This design comes from an exercise in tuning for small area on the open sky130 flow, not from production work.
In this exercise RTL edits were held to simulation tests only and were not proved equivalent to the original.
Power figures rest on the tool's default switching activity, not on a simulated workload.

`flow/config.mk`:
```
export PLATFORM = sky130hd
export DESIGN_NAME = pid_controller_param
export DESIGN_NICKNAME = pid_controller_param
export VERILOG_FILES = /design/flow/design.v
export SDC_FILE = /design/flow/constraint.sdc
export NUM_CORES = 4
export LEC_CHECK = 0
export ABC_AREA = 1
export CAP_MARGIN = 20
export CORE_MARGIN = 2
export CORE_UTILIZATION = 40
export CTS_BUF_LIST = sky130_fd_sc_hd__clkbuf_8
export SLEW_MARGIN = 20
export SYNTH_HIERARCHICAL = 1
```
`flow/constraint.sdc`:
```
create_clock -name core_clock -period 13.5 [get_ports {clk}]
set_input_delay 2.7000 -clock core_clock [delete_from_list [all_inputs] [get_ports {clk}]]
set_output_delay 2.7000 -clock core_clock [all_outputs]
set_load 0.01 [all_outputs]
```
`flow/design.v`:
```
package pid_pkg;
  localparam int DEF_DW   = 16;
  localparam int DEF_FRAC = 8;
  typedef enum logic [2:0] {
    ST_IDLE  = 3'd0,
    ST_ERR   = 3'd1,
    ST_MUL_P = 3'd2,
    ST_MUL_I = 3'd3,
    ST_MUL_D = 3'd4,
    ST_SUM   = 3'd5
  } state_t;
  typedef enum logic [1:0] {
    SAT_NONE = 2'b00,
    SAT_POS  = 2'b01,
    SAT_NEG  = 2'b10
  } sat_dir_t;
  function automatic logic [1:0] sat_dir(input logic sign_bit, input logic top_all_same);
    if (top_all_same) begin
      sat_dir = pid_pkg::SAT_NONE;
    end else if (sign_bit) begin
      sat_dir = pid_pkg::SAT_NEG;
    end else begin
      sat_dir = pid_pkg::SAT_POS;
    end
  endfunction
endpackage
module pid_sat #(
  parameter int IN_W  = 17,
  parameter int OUT_W = 16
) (
  input  logic signed [IN_W-1:0]  din,
  output logic signed [OUT_W-1:0] dout
);
  logic [IN_W-OUT_W:0] top;
  logic                top_same;
  always_comb begin
    top      = din[IN_W-1:OUT_W-1];
    top_same = (&top) | ~(|top);
    if (top_same) dout = din[OUT_W-1:0];
    else          dout = {din[IN_W-1], {(OUT_W-1){~din[IN_W-1]}}};
  end
endmodule
module pid_fa (
  input  logic a,
  input  logic b,
  input  logic c,
  output logic s,
  output logic co
);
  assign s  = a ^ b ^ c;
  assign co = (a & b) | (a & c) | (b & c);
endmodule
module pid_ha (
  input  logic a,
  input  logic b,
  output logic s,
  output logic co
);
  assign s  = a ^ b;
  assign co = a & b;
endmodule
module pid_controller_param #(
  parameter int DW   = pid_pkg::DEF_DW,
  parameter int FRAC = pid_pkg::DEF_FRAC,
  parameter int ACCW = 2*DW+4
) (
  input  logic                 clk,
  input  logic                 rst,
  input  logic                 en,
  input  logic                 clear,
  input  logic signed [DW-1:0] setpoint,
  input  logic signed [DW-1:0] feedback,
  input  logic signed [DW-1:0] kp,
  input  logic signed [DW-1:0] ki,
  input  logic signed [DW-1:0] kd,
  input  logic [ACCW-2:0]      int_limit,
  input  logic [15:0]          clk_times,
  output logic signed [DW-1:0] control_signal,
  output logic                 valid,
  output logic                 busy,
  output logic                 overrun
);
  logic [2:0]       st_q;
  logic [15:0]      cnt_q;
  logic [15:0]      e_q;       
  logic [15:0]      pe_q;      
  logic             pe_v;      
  logic [ACCW-1:0]  acc_q;     
  logic             acc_c;     
  logic             acc_v;     
  logic [31:0]      t_q;       
  logic [15:0]      ctrl_q;
  logic             valid_q, overrun_q;
  logic s_idle, s_p, s_i, s_d, s_sum, tick;
  assign s_idle = ~st_q[2] & ~st_q[0];
  assign s_p    = st_q[1] & ~st_q[2];
  assign s_i    = st_q[2] & st_q[0];
  assign s_d    = st_q[1] & ~st_q[0];
  assign s_sum  = st_q[2] & ~st_q[1];
  logic [16:0] err_raw, de_raw;
  logic [15:0] err_sat, de_sat;
  logic [16:0] err_c, de_c;
  assign err_raw[0] = setpoint[0] ^ feedback[0];
  assign err_c[1]   = setpoint[0] | ~feedback[0];
  assign de_raw[0]  = e_q[0] ^ pe_q[0];
  assign de_c[1]    = e_q[0] | ~pe_q[0];
  genvar gk;
  generate
    for (gk = 1; gk < 17; gk++) begin : g_sub
      logic c_unused_e, c_unused_d;
      if (gk < 16) begin : g_mid
        pid_fa u_e (.a(setpoint[gk]), .b(~feedback[gk]), .c(err_c[gk]), .s(err_raw[gk]), .co(err_c[gk+1]));
        pid_fa u_d (.a(e_q[gk]), .b(~pe_q[gk]), .c(de_c[gk]), .s(de_raw[gk]), .co(de_c[gk+1]));
      end else begin : g_top
        pid_fa u_e (.a(setpoint[15]), .b(~feedback[15]), .c(err_c[16]), .s(err_raw[16]), .co(c_unused_e));
        pid_fa u_d (.a(e_q[15]), .b(~pe_q[15]), .c(de_c[16]), .s(de_raw[16]), .co(c_unused_d));
      end
    end
  endgenerate
  pid_sat #(.IN_W(17), .OUT_W(16)) u_sat_err (.din(err_raw), .dout(err_sat));
  pid_sat #(.IN_W(17), .OUT_W(16)) u_sat_de  (.din(de_raw),  .dout(de_sat));
  logic [15:0] cnt_inc;
  logic [16:0] cnt_cy;
  assign cnt_inc[0] = ~cnt_q[0];
  assign cnt_cy[1]  = cnt_q[0];
  generate
    for (gk = 1; gk < 16; gk++) begin : g_inc
      pid_ha u_h (.a(cnt_q[gk]), .b(cnt_cy[gk]), .s(cnt_inc[gk]), .co(cnt_cy[gk+1]));
    end
  endgenerate
  assign tick = en && (cnt_q == clk_times);
  logic [15:0] g;
  assign g = s_i ? ki : (s_d ? kd : kp);
  logic [7:0] one, two, neg, nz;
  logic [15:0] pp0, pp1, pp2, pp3, pp4, pp5, pp6, pp7;
  logic ppn0, ppn1, ppn2, ppn3, ppn4, ppn5, ppn6, ppn7;
  logic [15:0] pp [8];
  logic [7:0] ppn;
  logic [16:0] ge;
  assign ge = {g[15:0], 1'b0};
  genvar gi, gj;
  generate
    for (gi = 0; gi < 8; gi++) begin : g_booth
      logic b2, b1, b0;
      assign b2 = e_q[2*gi+1];
      assign b1 = e_q[2*gi];
      if (gi == 0) begin : g_lsb
        assign b0 = 1'b0;
      end else begin : g_mid
        assign b0 = e_q[2*gi-1];
      end
      assign one[gi] = b1 ^ b0;
      assign two[gi] = (b2 & ~b1 & ~b0) | (~b2 & b1 & b0);
      assign neg[gi] = b2;
      assign nz[gi]  = one[gi] | two[gi];
      for (gj = 0; gj < 16; gj++) begin : g_pp
        assign pp[gi][gj] = ((g[gj] & one[gi]) | (ge[gj] & two[gi])) ^ neg[gi];
      end
      assign ppn[gi] = ~((g[15] & nz[gi]) ^ neg[gi]);
    end
  endgenerate
  assign pp0 = pp[0]; assign pp1 = pp[1]; assign pp2 = pp[2]; assign pp3 = pp[3];
  assign pp4 = pp[4]; assign pp5 = pp[5]; assign pp6 = pp[6]; assign pp7 = pp[7];
  assign {ppn7, ppn6, ppn5, ppn4, ppn3, ppn2, ppn1, ppn0} = ppn;
  logic xen, xc, xan, ytn;
  logic [ACCW-1:0] xa;
  logic [31:0] yt;
  assign xen = (s_i | s_d) & ~clear & acc_v;
  assign xa  = acc_q & {ACCW{xen}};
  assign xc  = acc_c & xen;
  assign xan = ~xa[ACCW-1];
  assign yt  = t_q & {32{s_d}};
  assign ytn = ~yt[31];
  logic [36:0] ra, rb, sum;
  logic [35:0] cm;
  logic csgn, clamp;
  assign csgn = sum[36];
  assign cm   = sum[35:0] ^ {36{csgn}};
  logic ts1, tc2;
  pid_ha u_ts1 (.a(neg[6]), .b(xa[12]), .s(ts1), .co(tc2));
  logic ts3, tc4;
  pid_ha u_ts3 (.a(xa[13]), .b(yt[13]), .s(ts3), .co(tc4));
  logic ts5, tc6;
  pid_fa u_ts5 (.a(neg[7]), .b(xa[14]), .c(yt[14]), .s(ts5), .co(tc6));
  logic ts7, tc8;
  pid_ha u_ts7 (.a(pp0[14]), .b(pp1[12]), .s(ts7), .co(tc8));
  logic ts9, tc10;
  pid_fa u_ts9 (.a(xa[15]), .b(yt[15]), .c(pp0[15]), .s(ts9), .co(tc10));
  logic ts11, tc12;
  pid_ha u_ts11 (.a(pp1[13]), .b(pp2[11]), .s(ts11), .co(tc12));
  logic ts13, tc14;
  assign ts13 = ~(xa[16] ^ yt[16]);
  assign tc14 = xa[16] | yt[16];
  logic ts15, tc16;
  pid_fa u_ts15 (.a(ppn0), .b(pp1[14]), .c(pp2[12]), .s(ts15), .co(tc16));
  logic ts17, tc18;
  assign ts17 = ~(xa[17] ^ yt[17]);
  assign tc18 = xa[17] | yt[17];
  logic ts19, tc20;
  pid_ha u_ts19 (.a(pp1[15]), .b(pp2[13]), .s(ts19), .co(tc20));
  logic ts21, tc22;
  pid_fa u_ts21 (.a(xa[18]), .b(yt[18]), .c(ppn1), .s(ts21), .co(tc22));
  logic ts23;
  assign ts23 = ~xa[19];
  logic ts24, tc25;
  pid_ha u_ts24 (.a(neg[3]), .b(xa[6]), .s(ts24), .co(tc25));
  logic ts26, tc27;
  pid_ha u_ts26 (.a(xa[7]), .b(yt[7]), .s(ts26), .co(tc27));
  logic ts28, tc29;
  pid_fa u_ts28 (.a(neg[4]), .b(xa[8]), .c(yt[8]), .s(ts28), .co(tc29));
  logic ts30, tc31;
  pid_ha u_ts30 (.a(pp0[8]), .b(pp1[6]), .s(ts30), .co(tc31));
  logic ts32, tc33;
  pid_fa u_ts32 (.a(xa[9]), .b(yt[9]), .c(pp0[9]), .s(ts32), .co(tc33));
  logic ts34, tc35;
  pid_ha u_ts34 (.a(pp1[7]), .b(pp2[5]), .s(ts34), .co(tc35));
  logic ts36, tc37;
  pid_fa u_ts36 (.a(neg[5]), .b(xa[10]), .c(yt[10]), .s(ts36), .co(tc37));
  logic ts38, tc39;
  pid_fa u_ts38 (.a(pp0[10]), .b(pp1[8]), .c(pp2[6]), .s(ts38), .co(tc39));
  logic ts40, tc41;
  pid_ha u_ts40 (.a(pp3[4]), .b(pp4[2]), .s(ts40), .co(tc41));
  logic ts42, tc43;
  pid_fa u_ts42 (.a(xa[11]), .b(yt[11]), .c(pp0[11]), .s(ts42), .co(tc43));
  logic ts44, tc45;
  pid_fa u_ts44 (.a(pp1[9]), .b(pp2[7]), .c(pp3[5]), .s(ts44), .co(tc45));
  logic ts46, tc47;
  pid_ha u_ts46 (.a(pp4[3]), .b(pp5[1]), .s(ts46), .co(tc47));
  logic ts48, tc49;
  pid_fa u_ts48 (.a(yt[12]), .b(ts1), .c(pp0[12]), .s(ts48), .co(tc49));
  logic ts50, tc51;
  pid_fa u_ts50 (.a(pp1[10]), .b(pp2[8]), .c(pp3[6]), .s(ts50), .co(tc51));
  logic ts52, tc53;
  pid_fa u_ts52 (.a(pp4[4]), .b(pp5[2]), .c(pp6[0]), .s(ts52), .co(tc53));
  logic ts54, tc55;
  pid_fa u_ts54 (.a(tc2), .b(ts3), .c(pp0[13]), .s(ts54), .co(tc55));
  logic ts56, tc57;
  pid_fa u_ts56 (.a(pp1[11]), .b(pp2[9]), .c(pp3[7]), .s(ts56), .co(tc57));
  logic ts58, tc59;
  pid_fa u_ts58 (.a(pp4[5]), .b(pp5[3]), .c(pp6[1]), .s(ts58), .co(tc59));
  logic ts60, tc61;
  pid_fa u_ts60 (.a(tc4), .b(ts5), .c(pp2[10]), .s(ts60), .co(tc61));
  logic ts62, tc63;
  pid_fa u_ts62 (.a(pp3[8]), .b(pp4[6]), .c(pp5[4]), .s(ts62), .co(tc63));
  logic ts64, tc65;
  pid_fa u_ts64 (.a(pp6[2]), .b(pp7[0]), .c(ts7), .s(ts64), .co(tc65));
  logic ts66, tc67;
  pid_fa u_ts66 (.a(tc6), .b(pp3[9]), .c(pp4[7]), .s(ts66), .co(tc67));
  logic ts68, tc69;
  pid_fa u_ts68 (.a(pp5[5]), .b(pp6[3]), .c(pp7[1]), .s(ts68), .co(tc69));
  logic ts70, tc71;
  pid_fa u_ts70 (.a(tc8), .b(ts11), .c(ts9), .s(ts70), .co(tc71));
  logic ts72, tc73;
  pid_fa u_ts72 (.a(ts13), .b(pp3[10]), .c(pp4[8]), .s(ts72), .co(tc73));
  logic ts74, tc75;
  pid_fa u_ts74 (.a(pp5[6]), .b(pp6[4]), .c(pp7[2]), .s(ts74), .co(tc75));
  logic ts76, tc77;
  pid_fa u_ts76 (.a(tc12), .b(tc10), .c(ts15), .s(ts76), .co(tc77));
  logic ts78, tc79;
  pid_fa u_ts78 (.a(tc14), .b(ts17), .c(pp3[11]), .s(ts78), .co(tc79));
  logic ts80, tc81;
  pid_fa u_ts80 (.a(pp4[9]), .b(pp5[7]), .c(pp6[5]), .s(ts80), .co(tc81));
  logic ts82, tc83;
  pid_fa u_ts82 (.a(pp7[3]), .b(ts19), .c(tc16), .s(ts82), .co(tc83));
  logic ts84, tc85;
  pid_fa u_ts84 (.a(tc18), .b(pp2[14]), .c(pp3[12]), .s(ts84), .co(tc85));
  logic ts86, tc87;
  pid_fa u_ts86 (.a(pp4[10]), .b(pp5[8]), .c(pp6[6]), .s(ts86), .co(tc87));
  logic ts88, tc89;
  pid_fa u_ts88 (.a(pp7[4]), .b(tc20), .c(ts21), .s(ts88), .co(tc89));
  logic ts90, tc91;
  pid_fa u_ts90 (.a(yt[19]), .b(ts23), .c(pp2[15]), .s(ts90), .co(tc91));
  logic ts92, tc93;
  pid_fa u_ts92 (.a(pp3[13]), .b(pp4[11]), .c(pp5[9]), .s(ts92), .co(tc93));
  logic ts94, tc95;
  pid_fa u_ts94 (.a(pp6[7]), .b(pp7[5]), .c(tc22), .s(ts94), .co(tc95));
  logic ts96, tc97;
  pid_fa u_ts96 (.a(xa[20]), .b(yt[20]), .c(xa[19]), .s(ts96), .co(tc97));
  logic ts98, tc99;
  pid_fa u_ts98 (.a(ppn2), .b(pp3[14]), .c(pp4[12]), .s(ts98), .co(tc99));
  logic ts100, tc101;
  pid_fa u_ts100 (.a(pp5[10]), .b(pp6[8]), .c(pp7[6]), .s(ts100), .co(tc101));
  logic ts102, tc103;
  assign ts102 = ~(xa[21] ^ yt[21]);
  assign tc103 = xa[21] | yt[21];
  logic ts104, tc105;
  pid_fa u_ts104 (.a(pp3[15]), .b(pp4[13]), .c(pp5[11]), .s(ts104), .co(tc105));
  logic ts106, tc107;
  pid_ha u_ts106 (.a(pp6[9]), .b(pp7[7]), .s(ts106), .co(tc107));
  logic ts108, tc109;
  pid_fa u_ts108 (.a(xa[22]), .b(yt[22]), .c(ppn3), .s(ts108), .co(tc109));
  logic ts110, tc111;
  pid_fa u_ts110 (.a(pp4[14]), .b(pp5[12]), .c(pp6[10]), .s(ts110), .co(tc111));
  logic ts112, tc113;
  assign ts112 = ~(xa[23] ^ yt[23]);
  assign tc113 = xa[23] | yt[23];
  logic ts114, tc115;
  pid_ha u_ts114 (.a(pp4[15]), .b(pp5[13]), .s(ts114), .co(tc115));
  logic ts116, tc117;
  pid_fa u_ts116 (.a(xa[24]), .b(yt[24]), .c(ppn4), .s(ts116), .co(tc117));
  logic ts118;
  assign ts118 = ~xa[25];
  logic ts119, tc120;
  pid_ha u_ts119 (.a(neg[0]), .b(xa[0]), .s(ts119), .co(tc120));
  logic ts121, tc122;
  pid_ha u_ts121 (.a(neg[1]), .b(xa[2]), .s(ts121), .co(tc122));
  logic ts123, tc124;
  pid_ha u_ts123 (.a(xa[3]), .b(yt[3]), .s(ts123), .co(tc124));
  logic ts125, tc126;
  pid_fa u_ts125 (.a(neg[2]), .b(xa[4]), .c(yt[4]), .s(ts125), .co(tc126));
  logic ts127, tc128;
  pid_ha u_ts127 (.a(pp0[4]), .b(pp1[2]), .s(ts127), .co(tc128));
  logic ts129, tc130;
  pid_fa u_ts129 (.a(xa[5]), .b(yt[5]), .c(pp0[5]), .s(ts129), .co(tc130));
  logic ts131, tc132;
  pid_ha u_ts131 (.a(pp1[3]), .b(pp2[1]), .s(ts131), .co(tc132));
  logic ts133, tc134;
  pid_fa u_ts133 (.a(yt[6]), .b(ts24), .c(pp0[6]), .s(ts133), .co(tc134));
  logic ts135, tc136;
  pid_fa u_ts135 (.a(pp1[4]), .b(pp2[2]), .c(pp3[0]), .s(ts135), .co(tc136));
  logic ts137, tc138;
  pid_fa u_ts137 (.a(tc25), .b(ts26), .c(pp0[7]), .s(ts137), .co(tc138));
  logic ts139, tc140;
  pid_fa u_ts139 (.a(pp1[5]), .b(pp2[3]), .c(pp3[1]), .s(ts139), .co(tc140));
  logic ts141, tc142;
  pid_fa u_ts141 (.a(tc27), .b(ts28), .c(pp2[4]), .s(ts141), .co(tc142));
  logic ts143, tc144;
  pid_fa u_ts143 (.a(pp3[2]), .b(pp4[0]), .c(ts30), .s(ts143), .co(tc144));
  logic ts145, tc146;
  pid_fa u_ts145 (.a(tc29), .b(pp3[3]), .c(pp4[1]), .s(ts145), .co(tc146));
  logic ts147, tc148;
  pid_fa u_ts147 (.a(tc31), .b(ts34), .c(ts32), .s(ts147), .co(tc148));
  logic ts149, tc150;
  pid_fa u_ts149 (.a(ts36), .b(pp5[0]), .c(tc35), .s(ts149), .co(tc150));
  logic ts151, tc152;
  pid_fa u_ts151 (.a(ts40), .b(tc33), .c(ts38), .s(ts151), .co(tc152));
  logic ts153, tc154;
  pid_fa u_ts153 (.a(tc37), .b(tc41), .c(ts46), .s(ts153), .co(tc154));
  logic ts155, tc156;
  pid_fa u_ts155 (.a(tc39), .b(ts42), .c(ts44), .s(ts155), .co(tc156));
  logic ts157, tc158;
  pid_fa u_ts157 (.a(tc47), .b(tc43), .c(tc45), .s(ts157), .co(tc158));
  logic ts159, tc160;
  pid_fa u_ts159 (.a(ts48), .b(ts50), .c(ts52), .s(ts159), .co(tc160));
  logic ts161, tc162;
  pid_fa u_ts161 (.a(tc49), .b(tc51), .c(tc53), .s(ts161), .co(tc162));
  logic ts163, tc164;
  pid_fa u_ts163 (.a(ts54), .b(ts56), .c(ts58), .s(ts163), .co(tc164));
  logic ts165, tc166;
  pid_fa u_ts165 (.a(tc55), .b(tc57), .c(tc59), .s(ts165), .co(tc166));
  logic ts167, tc168;
  pid_fa u_ts167 (.a(ts60), .b(ts62), .c(ts64), .s(ts167), .co(tc168));
  logic ts169, tc170;
  pid_fa u_ts169 (.a(tc61), .b(tc63), .c(ts66), .s(ts169), .co(tc170));
  logic ts171, tc172;
  pid_fa u_ts171 (.a(ts68), .b(tc65), .c(ts70), .s(ts171), .co(tc172));
  logic ts173, tc174;
  pid_fa u_ts173 (.a(tc67), .b(tc69), .c(ts72), .s(ts173), .co(tc174));
  logic ts175, tc176;
  pid_fa u_ts175 (.a(ts74), .b(tc71), .c(ts76), .s(ts175), .co(tc176));
  logic ts177, tc178;
  pid_fa u_ts177 (.a(tc73), .b(tc75), .c(ts78), .s(ts177), .co(tc178));
  logic ts179, tc180;
  pid_fa u_ts179 (.a(ts80), .b(tc77), .c(ts82), .s(ts179), .co(tc180));
  logic ts181, tc182;
  pid_fa u_ts181 (.a(tc79), .b(tc81), .c(ts84), .s(ts181), .co(tc182));
  logic ts183, tc184;
  pid_fa u_ts183 (.a(ts86), .b(tc83), .c(ts88), .s(ts183), .co(tc184));
  logic ts185, tc186;
  pid_fa u_ts185 (.a(tc85), .b(tc87), .c(ts90), .s(ts185), .co(tc186));
  logic ts187, tc188;
  pid_fa u_ts187 (.a(ts92), .b(tc89), .c(ts94), .s(ts187), .co(tc188));
  logic ts189, tc190;
  pid_fa u_ts189 (.a(ts96), .b(tc91), .c(tc93), .s(ts189), .co(tc190));
  logic ts191, tc192;
  pid_fa u_ts191 (.a(ts98), .b(ts100), .c(tc95), .s(ts191), .co(tc192));
  logic ts193, tc194;
  pid_fa u_ts193 (.a(ts102), .b(tc97), .c(ts106), .s(ts193), .co(tc194));
  logic ts195, tc196;
  pid_fa u_ts195 (.a(tc99), .b(tc101), .c(ts104), .s(ts195), .co(tc196));
  logic ts197, tc198;
  pid_fa u_ts197 (.a(tc103), .b(pp7[8]), .c(tc107), .s(ts197), .co(tc198));
  logic ts199, tc200;
  pid_fa u_ts199 (.a(tc105), .b(ts108), .c(ts110), .s(ts199), .co(tc200));
  logic ts201, tc202;
  pid_fa u_ts201 (.a(ts112), .b(pp6[11]), .c(pp7[9]), .s(ts201), .co(tc202));
  logic ts203, tc204;
  pid_fa u_ts203 (.a(ts114), .b(tc109), .c(tc111), .s(ts203), .co(tc204));
  logic ts205, tc206;
  pid_fa u_ts205 (.a(tc113), .b(pp5[14]), .c(pp6[12]), .s(ts205), .co(tc206));
  logic ts207, tc208;
  pid_fa u_ts207 (.a(pp7[10]), .b(tc115), .c(ts116), .s(ts207), .co(tc208));
  logic ts209, tc210;
  pid_fa u_ts209 (.a(yt[25]), .b(ts118), .c(pp5[15]), .s(ts209), .co(tc210));
  logic ts211, tc212;
  pid_fa u_ts211 (.a(pp6[13]), .b(pp7[11]), .c(tc117), .s(ts211), .co(tc212));
  logic ts213, tc214;
  pid_fa u_ts213 (.a(xa[26]), .b(yt[26]), .c(xa[25]), .s(ts213), .co(tc214));
  logic ts215, tc216;
  pid_fa u_ts215 (.a(ppn5), .b(pp6[14]), .c(pp7[12]), .s(ts215), .co(tc216));
  logic ts217, tc218;
  assign ts217 = ~(xa[27] ^ yt[27]);
  assign tc218 = xa[27] | yt[27];
  logic ts219, tc220;
  pid_ha u_ts219 (.a(pp6[15]), .b(pp7[13]), .s(ts219), .co(tc220));
  logic ts221, tc222;
  pid_fa u_ts221 (.a(xa[28]), .b(yt[28]), .c(ppn6), .s(ts221), .co(tc222));
  logic ts223;
  assign ts223 = ~xa[29];
  logic ts224, tc225;
  pid_ha u_ts224 (.a(xc), .b(yt[0]), .s(ts224), .co(tc225));
  logic ts226, tc227;
  pid_fa u_ts226 (.a(xa[1]), .b(yt[1]), .c(tc120), .s(ts226), .co(tc227));
  logic ts228, tc229;
  pid_fa u_ts228 (.a(yt[2]), .b(ts121), .c(pp0[2]), .s(ts228), .co(tc229));
  logic ts230, tc231;
  pid_fa u_ts230 (.a(tc122), .b(ts123), .c(pp0[3]), .s(ts230), .co(tc231));
  logic ts232, tc233;
  pid_fa u_ts232 (.a(tc124), .b(ts125), .c(pp2[0]), .s(ts232), .co(tc233));
  logic ts234, tc235;
  pid_fa u_ts234 (.a(tc126), .b(tc128), .c(ts131), .s(ts234), .co(tc235));
  logic ts236, tc237;
  pid_fa u_ts236 (.a(tc132), .b(tc130), .c(ts133), .s(ts236), .co(tc237));
  logic ts238, tc239;
  pid_fa u_ts238 (.a(tc134), .b(tc136), .c(ts137), .s(ts238), .co(tc239));
  logic ts240, tc241;
  pid_fa u_ts240 (.a(tc138), .b(tc140), .c(ts141), .s(ts240), .co(tc241));
  logic ts242, tc243;
  pid_fa u_ts242 (.a(tc142), .b(ts145), .c(tc144), .s(ts242), .co(tc243));
  logic ts244, tc245;
  pid_fa u_ts244 (.a(tc146), .b(ts149), .c(tc148), .s(ts244), .co(tc245));
  logic ts246, tc247;
  pid_fa u_ts246 (.a(tc150), .b(ts153), .c(tc152), .s(ts246), .co(tc247));
  logic ts248, tc249;
  pid_fa u_ts248 (.a(tc154), .b(tc156), .c(ts157), .s(ts248), .co(tc249));
  logic ts250, tc251;
  pid_fa u_ts250 (.a(tc158), .b(tc160), .c(ts161), .s(ts250), .co(tc251));
  logic ts252, tc253;
  pid_fa u_ts252 (.a(tc162), .b(tc164), .c(ts165), .s(ts252), .co(tc253));
  logic ts254, tc255;
  pid_fa u_ts254 (.a(tc166), .b(ts169), .c(tc168), .s(ts254), .co(tc255));
  logic ts256, tc257;
  pid_fa u_ts256 (.a(tc170), .b(ts173), .c(tc172), .s(ts256), .co(tc257));
  logic ts258, tc259;
  pid_fa u_ts258 (.a(tc174), .b(ts177), .c(tc176), .s(ts258), .co(tc259));
  logic ts260, tc261;
  pid_fa u_ts260 (.a(tc178), .b(ts181), .c(tc180), .s(ts260), .co(tc261));
  logic ts262, tc263;
  pid_fa u_ts262 (.a(tc182), .b(ts185), .c(tc184), .s(ts262), .co(tc263));
  logic ts264, tc265;
  pid_fa u_ts264 (.a(tc186), .b(ts189), .c(tc188), .s(ts264), .co(tc265));
  logic ts266, tc267;
  pid_fa u_ts266 (.a(ts193), .b(tc190), .c(ts195), .s(ts266), .co(tc267));
  logic ts268, tc269;
  pid_fa u_ts268 (.a(tc194), .b(ts197), .c(tc196), .s(ts268), .co(tc269));
  logic ts270, tc271;
  pid_fa u_ts270 (.a(ts201), .b(tc198), .c(tc200), .s(ts270), .co(tc271));
  logic ts272, tc273;
  pid_fa u_ts272 (.a(tc202), .b(ts205), .c(tc204), .s(ts272), .co(tc273));
  logic ts274, tc275;
  pid_fa u_ts274 (.a(tc206), .b(ts209), .c(tc208), .s(ts274), .co(tc275));
  logic ts276, tc277;
  pid_fa u_ts276 (.a(ts213), .b(tc210), .c(ts215), .s(ts276), .co(tc277));
  logic ts278, tc279;
  pid_fa u_ts278 (.a(ts217), .b(tc214), .c(ts219), .s(ts278), .co(tc279));
  logic ts280, tc281;
  pid_fa u_ts280 (.a(tc218), .b(pp7[14]), .c(tc220), .s(ts280), .co(tc281));
  logic ts282, tc283;
  pid_fa u_ts282 (.a(yt[29]), .b(ts223), .c(pp7[15]), .s(ts282), .co(tc283));
  logic ts284, tc285;
  pid_fa u_ts284 (.a(xa[30]), .b(yt[30]), .c(xa[29]), .s(ts284), .co(tc285));
  logic ts286, tc287;
  pid_ha u_ts286 (.a(ts224), .b(ts119), .s(ts286), .co(tc287));
  logic ts288, tc289;
  pid_fa u_ts288 (.a(tc225), .b(ts226), .c(pp0[1]), .s(ts288), .co(tc289));
  logic ts290, tc291;
  pid_fa u_ts290 (.a(tc227), .b(pp1[0]), .c(ts228), .s(ts290), .co(tc291));
  logic ts292, tc293;
  pid_fa u_ts292 (.a(pp1[1]), .b(tc229), .c(ts230), .s(ts292), .co(tc293));
  logic ts294, tc295;
  pid_fa u_ts294 (.a(ts127), .b(tc231), .c(ts232), .s(ts294), .co(tc295));
  logic ts296, tc297;
  pid_fa u_ts296 (.a(tc233), .b(ts129), .c(ts234), .s(ts296), .co(tc297));
  logic ts298, tc299;
  pid_fa u_ts298 (.a(ts135), .b(tc235), .c(ts236), .s(ts298), .co(tc299));
  logic ts300, tc301;
  pid_fa u_ts300 (.a(ts139), .b(tc237), .c(ts238), .s(ts300), .co(tc301));
  logic ts302, tc303;
  pid_fa u_ts302 (.a(ts143), .b(tc239), .c(ts240), .s(ts302), .co(tc303));
  logic ts304, tc305;
  pid_fa u_ts304 (.a(tc241), .b(ts147), .c(ts242), .s(ts304), .co(tc305));
  logic ts306, tc307;
  pid_fa u_ts306 (.a(ts151), .b(tc243), .c(ts244), .s(ts306), .co(tc307));
  logic ts308, tc309;
  pid_fa u_ts308 (.a(ts155), .b(tc245), .c(ts246), .s(ts308), .co(tc309));
  logic ts310, tc311;
  pid_fa u_ts310 (.a(ts159), .b(tc247), .c(ts248), .s(ts310), .co(tc311));
  logic ts312, tc313;
  pid_fa u_ts312 (.a(ts163), .b(tc249), .c(ts250), .s(ts312), .co(tc313));
  logic ts314, tc315;
  pid_fa u_ts314 (.a(ts167), .b(tc251), .c(ts252), .s(ts314), .co(tc315));
  logic ts316, tc317;
  pid_fa u_ts316 (.a(tc253), .b(ts171), .c(ts254), .s(ts316), .co(tc317));
  logic ts318, tc319;
  pid_fa u_ts318 (.a(ts175), .b(tc255), .c(ts256), .s(ts318), .co(tc319));
  logic ts320, tc321;
  pid_fa u_ts320 (.a(ts179), .b(tc257), .c(ts258), .s(ts320), .co(tc321));
  logic ts322, tc323;
  pid_fa u_ts322 (.a(ts183), .b(tc259), .c(ts260), .s(ts322), .co(tc323));
  logic ts324, tc325;
  pid_fa u_ts324 (.a(ts187), .b(tc261), .c(ts262), .s(ts324), .co(tc325));
  logic ts326, tc327;
  pid_fa u_ts326 (.a(ts191), .b(tc263), .c(ts264), .s(ts326), .co(tc327));
  logic ts328, tc329;
  pid_fa u_ts328 (.a(tc192), .b(ts266), .c(tc265), .s(ts328), .co(tc329));
  logic ts330, tc331;
  pid_fa u_ts330 (.a(ts199), .b(tc267), .c(ts268), .s(ts330), .co(tc331));
  logic ts332, tc333;
  pid_fa u_ts332 (.a(ts203), .b(tc269), .c(ts270), .s(ts332), .co(tc333));
  logic ts334, tc335;
  pid_fa u_ts334 (.a(ts207), .b(tc271), .c(ts272), .s(ts334), .co(tc335));
  logic ts336, tc337;
  pid_fa u_ts336 (.a(ts211), .b(tc273), .c(ts274), .s(ts336), .co(tc337));
  logic ts338, tc339;
  pid_fa u_ts338 (.a(tc212), .b(ts276), .c(tc275), .s(ts338), .co(tc339));
  logic ts340, tc341;
  pid_fa u_ts340 (.a(tc216), .b(ts278), .c(tc277), .s(ts340), .co(tc341));
  logic ts342, tc343;
  pid_fa u_ts342 (.a(ts221), .b(tc279), .c(ts280), .s(ts342), .co(tc343));
  logic ts344, tc345;
  pid_fa u_ts344 (.a(tc222), .b(ts282), .c(tc281), .s(ts344), .co(tc345));
  logic ts346, tc347;
  pid_fa u_ts346 (.a(ts284), .b(ppn7), .c(tc283), .s(ts346), .co(tc347));
  logic ts348, tc349;
  pid_fa u_ts348 (.a(xa[31]), .b(ytn), .c(tc285), .s(ts348), .co(tc349));
  logic ts350;
  assign ts350 = ~xa[32];
  logic ts351;
  assign ts351 = ~xa[33];
  logic ts352;
  assign ts352 = ~xa[34];
  assign ra = {1'b1, xan, xa[33], xa[32], ts350, ts348, ts346, tc343, ts342, ts340, tc337, tc335, tc333, tc331, ts330, tc327, tc325, tc323, tc321, tc319, tc317, tc315, tc313, tc311, tc309, tc307, tc305, tc303, tc301, tc299, tc297, tc295, tc293, tc291, tc289, tc287, ts286};
  assign rb = {1'b0, xa[34], ts352, ts351, tc349, tc347, tc345, ts344, tc341, tc339, ts338, ts336, ts334, ts332, tc329, ts328, ts326, ts324, ts322, ts320, ts318, ts316, ts314, ts312, ts310, ts308, ts306, ts304, ts302, ts300, ts298, ts296, ts294, ts292, ts290, ts288, pp0[0]};
  logic [36:0] cp, cg;
  pid_ha u_pg0 (.a(ra[0]), .b(rb[0]), .s(cp[0]), .co(cg[0]));
  pid_ha u_pg1 (.a(ra[1]), .b(rb[1]), .s(cp[1]), .co(cg[1]));
  pid_ha u_pg2 (.a(ra[2]), .b(rb[2]), .s(cp[2]), .co(cg[2]));
  pid_ha u_pg3 (.a(ra[3]), .b(rb[3]), .s(cp[3]), .co(cg[3]));
  pid_ha u_pg4 (.a(ra[4]), .b(rb[4]), .s(cp[4]), .co(cg[4]));
  pid_ha u_pg5 (.a(ra[5]), .b(rb[5]), .s(cp[5]), .co(cg[5]));
  pid_ha u_pg6 (.a(ra[6]), .b(rb[6]), .s(cp[6]), .co(cg[6]));
  pid_ha u_pg7 (.a(ra[7]), .b(rb[7]), .s(cp[7]), .co(cg[7]));
  pid_ha u_pg8 (.a(ra[8]), .b(rb[8]), .s(cp[8]), .co(cg[8]));
  pid_ha u_pg9 (.a(ra[9]), .b(rb[9]), .s(cp[9]), .co(cg[9]));
  pid_ha u_pg10 (.a(ra[10]), .b(rb[10]), .s(cp[10]), .co(cg[10]));
  pid_ha u_pg11 (.a(ra[11]), .b(rb[11]), .s(cp[11]), .co(cg[11]));
  pid_ha u_pg12 (.a(ra[12]), .b(rb[12]), .s(cp[12]), .co(cg[12]));
  pid_ha u_pg13 (.a(ra[13]), .b(rb[13]), .s(cp[13]), .co(cg[13]));
  pid_ha u_pg14 (.a(ra[14]), .b(rb[14]), .s(cp[14]), .co(cg[14]));
  pid_ha u_pg15 (.a(ra[15]), .b(rb[15]), .s(cp[15]), .co(cg[15]));
  pid_ha u_pg16 (.a(ra[16]), .b(rb[16]), .s(cp[16]), .co(cg[16]));
  pid_ha u_pg17 (.a(ra[17]), .b(rb[17]), .s(cp[17]), .co(cg[17]));
  pid_ha u_pg18 (.a(ra[18]), .b(rb[18]), .s(cp[18]), .co(cg[18]));
  pid_ha u_pg19 (.a(ra[19]), .b(rb[19]), .s(cp[19]), .co(cg[19]));
  pid_ha u_pg20 (.a(ra[20]), .b(rb[20]), .s(cp[20]), .co(cg[20]));
  pid_ha u_pg21 (.a(ra[21]), .b(rb[21]), .s(cp[21]), .co(cg[21]));
  pid_ha u_pg22 (.a(ra[22]), .b(rb[22]), .s(cp[22]), .co(cg[22]));
  pid_ha u_pg23 (.a(ra[23]), .b(rb[23]), .s(cp[23]), .co(cg[23]));
  pid_ha u_pg24 (.a(ra[24]), .b(rb[24]), .s(cp[24]), .co(cg[24]));
  pid_ha u_pg25 (.a(ra[25]), .b(rb[25]), .s(cp[25]), .co(cg[25]));
  pid_ha u_pg26 (.a(ra[26]), .b(rb[26]), .s(cp[26]), .co(cg[26]));
  pid_ha u_pg27 (.a(ra[27]), .b(rb[27]), .s(cp[27]), .co(cg[27]));
  pid_ha u_pg28 (.a(ra[28]), .b(rb[28]), .s(cp[28]), .co(cg[28]));
  pid_ha u_pg29 (.a(ra[29]), .b(rb[29]), .s(cp[29]), .co(cg[29]));
  pid_ha u_pg30 (.a(ra[30]), .b(rb[30]), .s(cp[30]), .co(cg[30]));
  pid_ha u_pg31 (.a(ra[31]), .b(rb[31]), .s(cp[31]), .co(cg[31]));
  pid_ha u_pg32 (.a(ra[32]), .b(rb[32]), .s(cp[32]), .co(cg[32]));
  pid_ha u_pg33 (.a(ra[33]), .b(rb[33]), .s(cp[33]), .co(cg[33]));
  pid_ha u_pg34 (.a(ra[34]), .b(rb[34]), .s(cp[34]), .co(cg[34]));
  pid_ha u_pg35 (.a(ra[35]), .b(rb[35]), .s(cp[35]), .co(cg[35]));
  assign cp[36] = ra[36];
  assign cg[36] = 1'b0;
  wire bg353 = cg[1] | (cp[1] & cg[0]);
  wire bp354 = cp[1] & cp[0];
  wire bg355 = cg[3] | (cp[3] & cg[2]);
  wire bp356 = cp[3] & cp[2];
  wire bg357 = cg[5] | (cp[5] & cg[4]);
  wire bp358 = cp[5] & cp[4];
  wire bg359 = cg[7] | (cp[7] & cg[6]);
  wire bp360 = cp[7] & cp[6];
  wire bg361 = cg[9] | (cp[9] & cg[8]);
  wire bp362 = cp[9] & cp[8];
  wire bg363 = cg[11] | (cp[11] & cg[10]);
  wire bp364 = cp[11] & cp[10];
  wire bg365 = cg[13] | (cp[13] & cg[12]);
  wire bp366 = cp[13] & cp[12];
  wire bg367 = cg[15] | (cp[15] & cg[14]);
  wire bp368 = cp[15] & cp[14];
  wire bg369 = cg[17] | (cp[17] & cg[16]);
  wire bp370 = cp[17] & cp[16];
  wire bg371 = cg[19] | (cp[19] & cg[18]);
  wire bp372 = cp[19] & cp[18];
  wire bg373 = cg[21] | (cp[21] & cg[20]);
  wire bp374 = cp[21] & cp[20];
  wire bg375 = cg[23] | (cp[23] & cg[22]);
  wire bp376 = cp[23] & cp[22];
  wire bg377 = cg[25] | (cp[25] & cg[24]);
  wire bp378 = cp[25] & cp[24];
  wire bg379 = cg[27] | (cp[27] & cg[26]);
  wire bp380 = cp[27] & cp[26];
  wire bg381 = cg[29] | (cp[29] & cg[28]);
  wire bp382 = cp[29] & cp[28];
  wire bg383 = cg[31] | (cp[31] & cg[30]);
  wire bp384 = cp[31] & cp[30];
  wire bg385 = cg[33] | (cp[33] & cg[32]);
  wire bp386 = cp[33] & cp[32];
  wire bg387 = cg[35] | (cp[35] & cg[34]);
  wire bp388 = cp[35] & cp[34];
  wire bg389 = bg355 | (bp356 & bg353);
  wire bp390 = bp356 & bp354;
  wire bg391 = bg359 | (bp360 & bg357);
  wire bp392 = bp360 & bp358;
  wire bg393 = bg363 | (bp364 & bg361);
  wire bp394 = bp364 & bp362;
  wire bg395 = bg367 | (bp368 & bg365);
  wire bp396 = bp368 & bp366;
  wire bg397 = bg371 | (bp372 & bg369);
  wire bp398 = bp372 & bp370;
  wire bg399 = bg375 | (bp376 & bg373);
  wire bp400 = bp376 & bp374;
  wire bg401 = bg379 | (bp380 & bg377);
  wire bp402 = bp380 & bp378;
  wire bg403 = bg383 | (bp384 & bg381);
  wire bp404 = bp384 & bp382;
  wire bg405 = bg387 | (bp388 & bg385);
  wire bp406 = bp388 & bp386;
  wire bg407 = bg391 | (bp392 & bg389);
  wire bp408 = bp392 & bp390;
  wire bg409 = bg395 | (bp396 & bg393);
  wire bp410 = bp396 & bp394;
  wire bg411 = bg399 | (bp400 & bg397);
  wire bp412 = bp400 & bp398;
  wire bg413 = bg403 | (bp404 & bg401);
  wire bp414 = bp404 & bp402;
  wire bg415 = bg409 | (bp410 & bg407);
  wire bp416 = bp410 & bp408;
  wire bg417 = bg413 | (bp414 & bg411);
  wire bp418 = bp414 & bp412;
  wire bg419 = bg417 | (bp418 & bg415);
  wire bp420 = bp418 & bp416;
  wire bg421 = bg411 | (bp412 & bg415);
  wire bp422 = bp412 & bp416;
  wire bg423 = bg393 | (bp394 & bg407);
  wire bp424 = bp394 & bp408;
  wire bg425 = bg397 | (bp398 & bg415);
  wire bp426 = bp398 & bp416;
  wire bg427 = bg401 | (bp402 & bg421);
  wire bp428 = bp402 & bp422;
  wire bg429 = bg405 | (bp406 & bg419);
  wire bp430 = bp406 & bp420;
  wire bg431 = bg357 | (bp358 & bg389);
  wire bp432 = bp358 & bp390;
  wire bg433 = bg361 | (bp362 & bg407);
  wire bp434 = bp362 & bp408;
  wire bg435 = bg365 | (bp366 & bg423);
  wire bp436 = bp366 & bp424;
  wire bg437 = bg369 | (bp370 & bg415);
  wire bp438 = bp370 & bp416;
  wire bg439 = bg373 | (bp374 & bg425);
  wire bp440 = bp374 & bp426;
  wire bg441 = bg377 | (bp378 & bg421);
  wire bp442 = bp378 & bp422;
  wire bg443 = bg381 | (bp382 & bg427);
  wire bp444 = bp382 & bp428;
  wire bg445 = bg385 | (bp386 & bg419);
  wire bp446 = bp386 & bp420;
  wire bg447 = cg[2] | (cp[2] & bg353);
  wire bp448 = cp[2] & bp354;
  wire bg449 = cg[4] | (cp[4] & bg389);
  wire bp450 = cp[4] & bp390;
  wire bg451 = cg[6] | (cp[6] & bg431);
  wire bp452 = cp[6] & bp432;
  wire bg453 = cg[8] | (cp[8] & bg407);
  wire bp454 = cp[8] & bp408;
  wire bg455 = cg[10] | (cp[10] & bg433);
  wire bp456 = cp[10] & bp434;
  wire bg457 = cg[12] | (cp[12] & bg423);
  wire bp458 = cp[12] & bp424;
  wire bg459 = cg[14] | (cp[14] & bg435);
  wire bp460 = cp[14] & bp436;
  wire bg461 = cg[16] | (cp[16] & bg415);
  wire bp462 = cp[16] & bp416;
  wire bg463 = cg[18] | (cp[18] & bg437);
  wire bp464 = cp[18] & bp438;
  wire bg465 = cg[20] | (cp[20] & bg425);
  wire bp466 = cp[20] & bp426;
  wire bg467 = cg[22] | (cp[22] & bg439);
  wire bp468 = cp[22] & bp440;
  wire bg469 = cg[24] | (cp[24] & bg421);
  wire bp470 = cp[24] & bp422;
  wire bg471 = cg[26] | (cp[26] & bg441);
  wire bp472 = cp[26] & bp442;
  wire bg473 = cg[28] | (cp[28] & bg427);
  wire bp474 = cp[28] & bp428;
  wire bg475 = cg[30] | (cp[30] & bg443);
  wire bp476 = cp[30] & bp444;
  wire bg477 = cg[32] | (cp[32] & bg419);
  wire bp478 = cp[32] & bp420;
  wire bg479 = cg[34] | (cp[34] & bg445);
  wire bp480 = cp[34] & bp446;
  wire bg481 = cg[36] | (cp[36] & bg429);
  wire bp482 = cp[36] & bp430;
  assign sum[0] = cp[0];
  assign sum[1] = cp[1] ^ cg[0];
  assign sum[2] = cp[2] ^ bg353;
  assign sum[3] = cp[3] ^ bg447;
  assign sum[4] = cp[4] ^ bg389;
  assign sum[5] = cp[5] ^ bg449;
  assign sum[6] = cp[6] ^ bg431;
  assign sum[7] = cp[7] ^ bg451;
  assign sum[8] = cp[8] ^ bg407;
  assign sum[9] = cp[9] ^ bg453;
  assign sum[10] = cp[10] ^ bg433;
  assign sum[11] = cp[11] ^ bg455;
  assign sum[12] = cp[12] ^ bg423;
  assign sum[13] = cp[13] ^ bg457;
  assign sum[14] = cp[14] ^ bg435;
  assign sum[15] = cp[15] ^ bg459;
  assign sum[16] = cp[16] ^ bg415;
  assign sum[17] = cp[17] ^ bg461;
  assign sum[18] = cp[18] ^ bg437;
  assign sum[19] = cp[19] ^ bg463;
  assign sum[20] = cp[20] ^ bg425;
  assign sum[21] = cp[21] ^ bg465;
  assign sum[22] = cp[22] ^ bg439;
  assign sum[23] = cp[23] ^ bg467;
  assign sum[24] = cp[24] ^ bg421;
  assign sum[25] = cp[25] ^ bg469;
  assign sum[26] = cp[26] ^ bg441;
  assign sum[27] = cp[27] ^ bg471;
  assign sum[28] = cp[28] ^ bg427;
  assign sum[29] = cp[29] ^ bg473;
  assign sum[30] = cp[30] ^ bg443;
  assign sum[31] = cp[31] ^ bg475;
  assign sum[32] = cp[32] ^ bg419;
  assign sum[33] = cp[33] ^ bg477;
  assign sum[34] = cp[34] ^ bg445;
  assign sum[35] = cp[35] ^ bg479;
  assign sum[36] = cp[36] ^ bg429;
  wire kg0 = cm[0] & ~int_limit[0];
  wire kp0 = cm[0] | ~int_limit[0];
  wire kg1 = cm[1] & ~int_limit[1];
  wire kp1 = cm[1] | ~int_limit[1];
  wire kg2 = cm[2] & ~int_limit[2];
  wire kp2 = cm[2] | ~int_limit[2];
  wire kg3 = cm[3] & ~int_limit[3];
  wire kp3 = cm[3] | ~int_limit[3];
  wire kg4 = cm[4] & ~int_limit[4];
  wire kp4 = cm[4] | ~int_limit[4];
  wire kg5 = cm[5] & ~int_limit[5];
  wire kp5 = cm[5] | ~int_limit[5];
  wire kg6 = cm[6] & ~int_limit[6];
  wire kp6 = cm[6] | ~int_limit[6];
  wire kg7 = cm[7] & ~int_limit[7];
  wire kp7 = cm[7] | ~int_limit[7];
  wire kg8 = cm[8] & ~int_limit[8];
  wire kp8 = cm[8] | ~int_limit[8];
  wire kg9 = cm[9] & ~int_limit[9];
  wire kp9 = cm[9] | ~int_limit[9];
  wire kg10 = cm[10] & ~int_limit[10];
  wire kp10 = cm[10] | ~int_limit[10];
  wire kg11 = cm[11] & ~int_limit[11];
  wire kp11 = cm[11] | ~int_limit[11];
  wire kg12 = cm[12] & ~int_limit[12];
  wire kp12 = cm[12] | ~int_limit[12];
  wire kg13 = cm[13] & ~int_limit[13];
  wire kp13 = cm[13] | ~int_limit[13];
  wire kg14 = cm[14] & ~int_limit[14];
  wire kp14 = cm[14] | ~int_limit[14];
  wire kg15 = cm[15] & ~int_limit[15];
  wire kp15 = cm[15] | ~int_limit[15];
  wire kg16 = cm[16] & ~int_limit[16];
  wire kp16 = cm[16] | ~int_limit[16];
  wire kg17 = cm[17] & ~int_limit[17];
  wire kp17 = cm[17] | ~int_limit[17];
  wire kg18 = cm[18] & ~int_limit[18];
  wire kp18 = cm[18] | ~int_limit[18];
  wire kg19 = cm[19] & ~int_limit[19];
  wire kp19 = cm[19] | ~int_limit[19];
  wire kg20 = cm[20] & ~int_limit[20];
  wire kp20 = cm[20] | ~int_limit[20];
  wire kg21 = cm[21] & ~int_limit[21];
  wire kp21 = cm[21] | ~int_limit[21];
  wire kg22 = cm[22] & ~int_limit[22];
  wire kp22 = cm[22] | ~int_limit[22];
  wire kg23 = cm[23] & ~int_limit[23];
  wire kp23 = cm[23] | ~int_limit[23];
  wire kg24 = cm[24] & ~int_limit[24];
  wire kp24 = cm[24] | ~int_limit[24];
  wire kg25 = cm[25] & ~int_limit[25];
  wire kp25 = cm[25] | ~int_limit[25];
  wire kg26 = cm[26] & ~int_limit[26];
  wire kp26 = cm[26] | ~int_limit[26];
  wire kg27 = cm[27] & ~int_limit[27];
  wire kp27 = cm[27] | ~int_limit[27];
  wire kg28 = cm[28] & ~int_limit[28];
  wire kp28 = cm[28] | ~int_limit[28];
  wire kg29 = cm[29] & ~int_limit[29];
  wire kp29 = cm[29] | ~int_limit[29];
  wire kg30 = cm[30] & ~int_limit[30];
  wire kp30 = cm[30] | ~int_limit[30];
  wire kg31 = cm[31] & ~int_limit[31];
  wire kp31 = cm[31] | ~int_limit[31];
  wire kg32 = cm[32] & ~int_limit[32];
  wire kp32 = cm[32] | ~int_limit[32];
  wire kg33 = cm[33] & ~int_limit[33];
  wire kp33 = cm[33] | ~int_limit[33];
  wire kg34 = cm[34] & ~int_limit[34];
  wire kp34 = cm[34] | ~int_limit[34];
  wire kg483 = kg0 | (kp0 & csgn);
  wire kp484 = kp0 & 1'b1;
  wire kg485 = kg2 | (kp2 & kg1);
  wire kp486 = kp2 & kp1;
  wire kg487 = kg4 | (kp4 & kg3);
  wire kp488 = kp4 & kp3;
  wire kg489 = kg6 | (kp6 & kg5);
  wire kp490 = kp6 & kp5;
  wire kg491 = kg8 | (kp8 & kg7);
  wire kp492 = kp8 & kp7;
  wire kg493 = kg10 | (kp10 & kg9);
  wire kp494 = kp10 & kp9;
  wire kg495 = kg12 | (kp12 & kg11);
  wire kp496 = kp12 & kp11;
  wire kg497 = kg14 | (kp14 & kg13);
  wire kp498 = kp14 & kp13;
  wire kg499 = kg16 | (kp16 & kg15);
  wire kp500 = kp16 & kp15;
  wire kg501 = kg18 | (kp18 & kg17);
  wire kp502 = kp18 & kp17;
  wire kg503 = kg20 | (kp20 & kg19);
  wire kp504 = kp20 & kp19;
  wire kg505 = kg22 | (kp22 & kg21);
  wire kp506 = kp22 & kp21;
  wire kg507 = kg24 | (kp24 & kg23);
  wire kp508 = kp24 & kp23;
  wire kg509 = kg26 | (kp26 & kg25);
  wire kp510 = kp26 & kp25;
  wire kg511 = kg28 | (kp28 & kg27);
  wire kp512 = kp28 & kp27;
  wire kg513 = kg30 | (kp30 & kg29);
  wire kp514 = kp30 & kp29;
  wire kg515 = kg32 | (kp32 & kg31);
  wire kp516 = kp32 & kp31;
  wire kg517 = kg34 | (kp34 & kg33);
  wire kp518 = kp34 & kp33;
  wire kg519 = kg485 | (kp486 & kg483);
  wire kp520 = kp486 & kp484;
  wire kg521 = kg489 | (kp490 & kg487);
  wire kp522 = kp490 & kp488;
  wire kg523 = kg493 | (kp494 & kg491);
  wire kp524 = kp494 & kp492;
  wire kg525 = kg497 | (kp498 & kg495);
  wire kp526 = kp498 & kp496;
  wire kg527 = kg501 | (kp502 & kg499);
  wire kp528 = kp502 & kp500;
  wire kg529 = kg505 | (kp506 & kg503);
  wire kp530 = kp506 & kp504;
  wire kg531 = kg509 | (kp510 & kg507);
  wire kp532 = kp510 & kp508;
  wire kg533 = kg513 | (kp514 & kg511);
  wire kp534 = kp514 & kp512;
  wire kg535 = kg517 | (kp518 & kg515);
  wire kp536 = kp518 & kp516;
  wire kg537 = kg521 | (kp522 & kg519);
  wire kp538 = kp522 & kp520;
  wire kg539 = kg525 | (kp526 & kg523);
  wire kp540 = kp526 & kp524;
  wire kg541 = kg529 | (kp530 & kg527);
  wire kp542 = kp530 & kp528;
  wire kg543 = kg533 | (kp534 & kg531);
  wire kp544 = kp534 & kp532;
  wire kg545 = cm[35] | (1'b1 & kg535);
  wire kp546 = 1'b1 & kp536;
  wire kg547 = kg539 | (kp540 & kg537);
  wire kp548 = kp540 & kp538;
  wire kg549 = kg543 | (kp544 & kg541);
  wire kp550 = kp544 & kp542;
  wire kg551 = kg549 | (kp550 & kg547);
  wire kp552 = kp550 & kp548;
  wire kg553 = kg545 | (kp546 & kg551);
  wire kp554 = kp546 & kp552;
  assign clamp = kg553;
  logic [15:0] out_sat;
  pid_sat #(.IN_W(28), .OUT_W(16)) u_sat_out (.din(sum[35:8]), .dout(out_sat));
  always_ff @(posedge clk or posedge rst) begin
    if (rst) begin
      st_q      <= 3'b000;
      cnt_q     <= '0;
      pe_v      <= 1'b0;
      acc_v     <= 1'b0;
      ctrl_q    <= '0;
      valid_q   <= 1'b0;
      overrun_q <= 1'b0;
    end else begin
      cnt_q     <= (!en || tick) ? 16'd0 : cnt_inc;
      valid_q   <= s_sum;
      overrun_q <= tick && !s_idle;
      if (s_idle) begin
        if (tick) st_q <= 3'b001;
      end else begin
        st_q <= {st_q[1:0], ~st_q[2]};
      end
      if (s_i) pe_v <= 1'b1;
      else if (clear) pe_v <= 1'b0;
      if (clear) acc_v <= 1'b0;
      else if (s_i) acc_v <= 1'b1;
      if (s_sum) ctrl_q <= t_q[15:0];
    end
  end
  always_ff @(posedge clk) begin
    if (s_idle && tick) e_q <= err_sat;
    else if (s_i && !clear && pe_v) e_q <= de_sat;
    if (s_i) pe_q <= e_q;
    if (s_i) begin
      if (clamp) begin
        acc_q <= {csgn, int_limit ^ {35{csgn}}};
        acc_c <= csgn;
      end else begin
        acc_q <= sum[ACCW-1:0];
        acc_c <= 1'b0;
      end
    end
    if (s_p) t_q <= sum[31:0];
    else if (s_d) t_q[15:0] <= out_sat;
  end
  assign control_signal = ctrl_q;
  assign valid          = valid_q;
  assign busy           = ~s_idle;
  assign overrun        = overrun_q;
endmodule
```
`flow/flow/run.sh`:
```
#!/bin/bash
# Standard layout, with the smallest buffer on the ports and downsizing of
# non-critical gates after global routing.
set -euo pipefail
export BUFFER_PORTS_ARGS="-buffer_cell sky130_fd_sc_hd__buf_1"
export RECOVER_POWER=100
bash standard.sh > flow_standard.log 2>&1
```
`flow/standard.sh`:
```
#!/bin/bash
# synth_recipe.tcl (not shown) runs the flow's synth.tcl, then flattens the netlist and writes it again
# the make line also repeats each setting of config.mk as NAME=value (left out here)
make -C /OpenROAD-flow-scripts/flow DESIGN_CONFIG=/design/flow/config.mk WORK_HOME=/design/flow/orfs CLKGATE_MAP_FILE= SYNTH_SCRIPT=/design/flow/synth_recipe.tcl "${@:-finish}"
```
==> PnR_summary.wiki <==
{| class="wikitable"
! Metric !! Value
|-
| Fin crit period || about 11 ns
|-
| Final Routed Wirelength || 45460 microns
|-
| Maximum buffer depth of the clock tree || 2
|-
| Worst vdd ir || 0.00007881 V
|-
| Number of flip-flops and latches in the synthesized netlist || 140
|-
| Fraction of final layout cells with drive strength greater than 1 || 0.04735
|-
| Part of the cycle the worst path needs || 0.8244
|-
| Async SR Flop Fraction || 0.2786
|-
| Sequential cell area || 0.004009 sq mm
|-
| Max layer used || met4
|-
| CTS tree || yes
|-
| Clock Sink Count || between 100 and 150
|-
| Setup repair after global routing missed its margin || false
|-
| Number of enable-type register cells in the synthesized netlist || 101
|-
| Max-cap violation count || 10
|-
| Standard cell core area || 0.04102 sq mm
|-
| Sequential share of power || 0.237
|-
| Number of nets produced by synthesis || 2387
|-
| Mapped Area || 0.01668 sq mm
|-
| Final Total Pwr || 2314 uW
|-
| Total internal power || 1220 uW
|-
| Count of synthesis-stage warnings from yosys || 11
|-
| Leakage dissipation || 0.008432 uW
|-
| Proportion of total power due to net switching || 0.4728
|-
| Number of remaining DRC errors || 0
|-
| Worst setup skew after layout || 0.02495 ns
|-
| Boundary Pins || 154
|-
| Number of nets in the finished design || around 2500
|-
| Yosys cell types || 49
|-
| Clock tree root driver cell || sky130_fd_sc_hd__clkbuf_8
|-
| Element type at the critical path end || flip-flop
|-
| GP Congestion || 0.8777
|-
| Post-DRT Antenna Nets || 0
|-
| Kind of start point of the critical path || flip-flop
|-
| Depth of the CTS H-tree || 4
|-
| Global Route Usage Sum || 0.2146
|-
| Highest cell delay on the worst timing path || 2.23 ns
|-
| Critical Path RT || between 10 and 15 ns
|-
| Comb pwr share || 0.601
|-
| Post-Place Worst Slack || around 2.1 ns
|-
| Estimated wirelength of the detail-placed design || 34770 microns
|-
| Slew at the pin with the worst max-slew slack || 3.226 ns
|-
| Initial core utilization || 0.4066
|-
| Antenna diode count || 0
|-
| Pin count of the biggest net entering global routing || 73
|-
| Via count of the first global-routing pass || 13860
|-
| Die X || 208.2 microns
|-
| Post-CTS resize count || 0
|-
| Final max-slew violation count || 287
|-
| NetSw || 1094 uW
|-
| Overall overflow remaining after global route || 0
|-
| Footprint of the multi-input gates || 0.01134 sq mm
|-
| Detail-routed via count per cell || just over 5
|-
| First-pass GRT wire length || 74140 microns
|-
| Routed metal-1 wire length || 20850 microns
|-
| Mapped Cells || around 2000
|-
| Worst-path cell with the longest stage delay || sky130_fd_sc_hd__clkbuf_1
|-
| Total via count after detailed routing || ~14000
|-
| Fraction of power consumed by the clock network || 0.162
|-
| Area delta synth->final || 8.312%
|-
| Fill cells || 4080
|-
| Chip height || about 210 microns
|-
| First-pass DRT Iterations || 6
|-
| Critical path start-end classification || reg -> reg
|-
| Skew-Pair Late Insertion Delay || 0.48 ns
|-
| Biggest fanout along the worst timing path || 56
|-
| Wire length per cell || roughly 17 microns
|-
| Top_reg_cell synth || sky130_fd_sc_hd__edfxtp_1
|-
| Outcome || finished with violations
|-
| Most common library cell in the layout ignoring fill and taps || sky130_fd_sc_hd__nand2_1
|-
| Fin. Hold Viols || 0
|-
| Failing layout criteria || capacitance limit, slew limit
|-
| CTS Buf Count || 17
|-
| Count of buffers added by post-CTS timing repair for setup || 0
|-
| Crit path setup slack, layout || between 2 and 2.5 ns
|-
| Cts hold-fix bufs || 0
|-
| Input/output buffers || roughly 150
|-
| Placed cell count || 2591
|-
| Most common cell on crit path || sky130_fd_sc_hd__nand2_1
|-
| Type of the tightest min-delay check || reg -> reg
|-
| Data arrival time of the worst path || 11.35 ns
|-
| Layout Cells excl Fill || 2623
|-
| Worst hold slack across all endpoints || approximately 0.47 ns
|-
| Met3 wire length || 3865 microns
|-
| Pwr Density || 128.1 mW/mm^2
|-
| Avg Inst Size Synth || about 8.5 sq um
|-
| Placement row count || 74
|-
| Full die area || 0.04335 sq mm
|-
| Iter 0 DRT Violations || 921
|-
| Proportion of synthesized chip area in sequential cells || 0.2404
|-
| Number of antenna violations at the first check in global routing || 0
|-
| Most frequent cells in the layout || sky130_fd_sc_hd__nand2_1 (463), sky130_fd_sc_hd__inv_1 (219), sky130_fd_sc_hd__fa_1 (179)
|-
| Relative slew slack || -1.150
|-
| Number of failing setup endpoints in the final timing report || 0
|-
| Highest Clock Rate || 0.08986 GHz
|-
| Clock-pin slew of the registers on the worst-case setup and hold paths || 0.09 ns
|-
| Sum of negative setup slack || 0 ns
|-
| Detailed-routed wire length on met2 || 20090 microns
|}
## cell type report
| cell class | instances | area share |
|---|---|---|
| Tap cell | 532 | 0.03685 |
| Inverter | 227 | 0.04717 |
| Multi-Input combinational cell | 1504 | 0.6275 |
| Sequential cell | 140 | 0.2219 |
| Clock buffer | 19 | 0.01448 |
| Timing Repair Buffer | 188 | 0.04363 |
| Clock inverter | 13 | 0.008450 |
## modules after synthesis (local to each module, per instance), a selection
module / area [sq um] / cells / copies in the design
pid_fa: 20.02 / 1 / 179
pid_controller_param: 11500 / 1586 / 1
pid_ha: 12.51 / 1 / 72
## stage by stage
step                      utilization  cell area (sq um)
after floorplan                     -              16680
after global placement         0.4325              17740
after detailed placement       0.4326              17740
after CTS                      0.4427              18160
after global routing           0.4404              18060
final                          0.4404              18060
## power groups by stage
| stage | registers [uW] | logic (uW) | clock network (uW) |
|---|---|---|---|
| after floorplan | 569 | 1030 | 0 |
| after global placement | 557 | 1360 | 0 |
| after detailed placement | 559 | 1380 | 0 |
| after CTS | 549 | 1400 | 384 |
| after global routing | 553 | 1590 | 399 |
| final | 549 | 1390 | 375 |
## metal layers
| metal | vias up | global-route usage |
|---|---|---|
| met4 | 0 | 0.06177 |
| met5 | - | 0 |
| met2 | 566 | 0.3304 |
| met1 | 6398 | 0.3042 |
| met3 | 49 | 0.04664 |
| li1 | 6566 | - |
## worst paths after layout
kind                                  end  slack [ns]  startpoint  depth (start not counted)
worst max-delay path            acc_q[25]        2.37     st_q[0]                         39
worst min-delay path              valid_q        0.47     st_q[1]                          1
worst max register to register  acc_q[25]        2.37     st_q[0]                         39
worst min register to register    valid_q        0.47     st_q[1]                          1
max in group asynchronous            pe_v        9.26         rst                          3
min in group asynchronous       cnt_q[13]        2.99         rst                          3
## sequential cells by signal, summed over array words and instances (netlist names)
| register | cells |
|---|---|
| pe_q | 16 |
| acc_c | 1 |
| cnt_q | 16 |
| st_q | 3 |
| ctrl_q | 16 |
| e_q | 16 |
| overrun_q | 1 |
| acc_q | 36 |
| pe_v | 1 |
| valid_q | 1 |
| acc_v | 1 |
| t_q | 32 |
## kinds of logic (layout without fill, tap and decap cells)
logic type      count (synthesis)  count (layout)  synth area share
buf+inv                       328             447           0.08027
mux                             1               1         0.0006002
fa+ha+maj                     280             280            0.2906
flops                         140             140            0.2404
compound gates                269             269           0.09752
xor+xnor                      203             203            0.1071
simple gates                  751             751            0.1836
## critical path, delay by kind of cell, from the launching register on
kind,cells,cell delay (ns)
xor gates and xnor gates,2,0.76
DFF,1,0.41
and+or+nand+nor,22,3.28
buffers and inverters,6,3.13
adders and majority gates,7,2.92
AOI/OAI and AO/OA,2,0.30
## cell usage after synthesis (7+ instances only)
cell type | n | area, sq um
sky130_fd_sc_hd__nand2_1 | 463 | 1738
sky130_fd_sc_hd__inv_1 | 218 | 818.3
sky130_fd_sc_hd__fa_1 | 179 | 3583
sky130_fd_sc_hd__nor2_1 | 159 | 596.8
sky130_fd_sc_hd__xor2_1 | 156 | 1366
sky130_fd_sc_hd__o22ai_1 | 119 | 744.5
sky130_fd_sc_hd__edfxtp_1 | 101 | 3033
sky130_fd_sc_hd__ha_1 | 101 | 1264
sky130_fd_sc_hd__nand3_1 | 95 | 475.5
sky130_fd_sc_hd__clkbuf_1 | 72 | 270.3
sky130_fd_sc_hd__o21ai_0 | 49 | 245.2
sky130_fd_sc_hd__xnor2_1 | 46 | 402.9
sky130_fd_sc_hd__a21oi_1 | 40 | 200.2
sky130_fd_sc_hd__dfrtp_1 | 39 | 975.9
sky130_fd_sc_hd__o21ai_1 | 27 | 135.1
sky130_fd_sc_hd__o21ai_2 | 14 | 122.6
sky130_fd_sc_hd__buf_4 | 12 | 90.09
sky130_fd_sc_hd__a31o_2 | 8 | 70.07
sky130_fd_sc_hd__buf_2 | 8 | 40.04
sky130_fd_sc_hd__clkinv_1 | 8 | 30.03
sky130_fd_sc_hd__or2_2 | 7 | 43.79

re-timing with driven ports:
The results above use ideal ports. As a check the final layout listed here was re-extracted and re-timed, cells and wires unchanged. Step 1: set_driving_cell puts a clkbuf_16 on clk and a buf_2 on each other input, an assumption about the parent block. Step 2 times the ports against the registers' clock, not the clock port: input delays grow and output delays shrink by t, the midpoint of the rising clock arrivals with the driver on. Three values: ideal, step 1, step 2; two values: the first two.
t, ns: 0.510
slack for setup (ns): 2.371 / 2.371 / 2.371
worst setup path after step 2: register to register
slew at the worst register clock pin (ns): 0.10 / 0.10
worst slew at a driven data input, ns: 0.05
For this run, drivers alone change the setup slack by 0.000 ns; drivers and shift together by 0.000 ns.
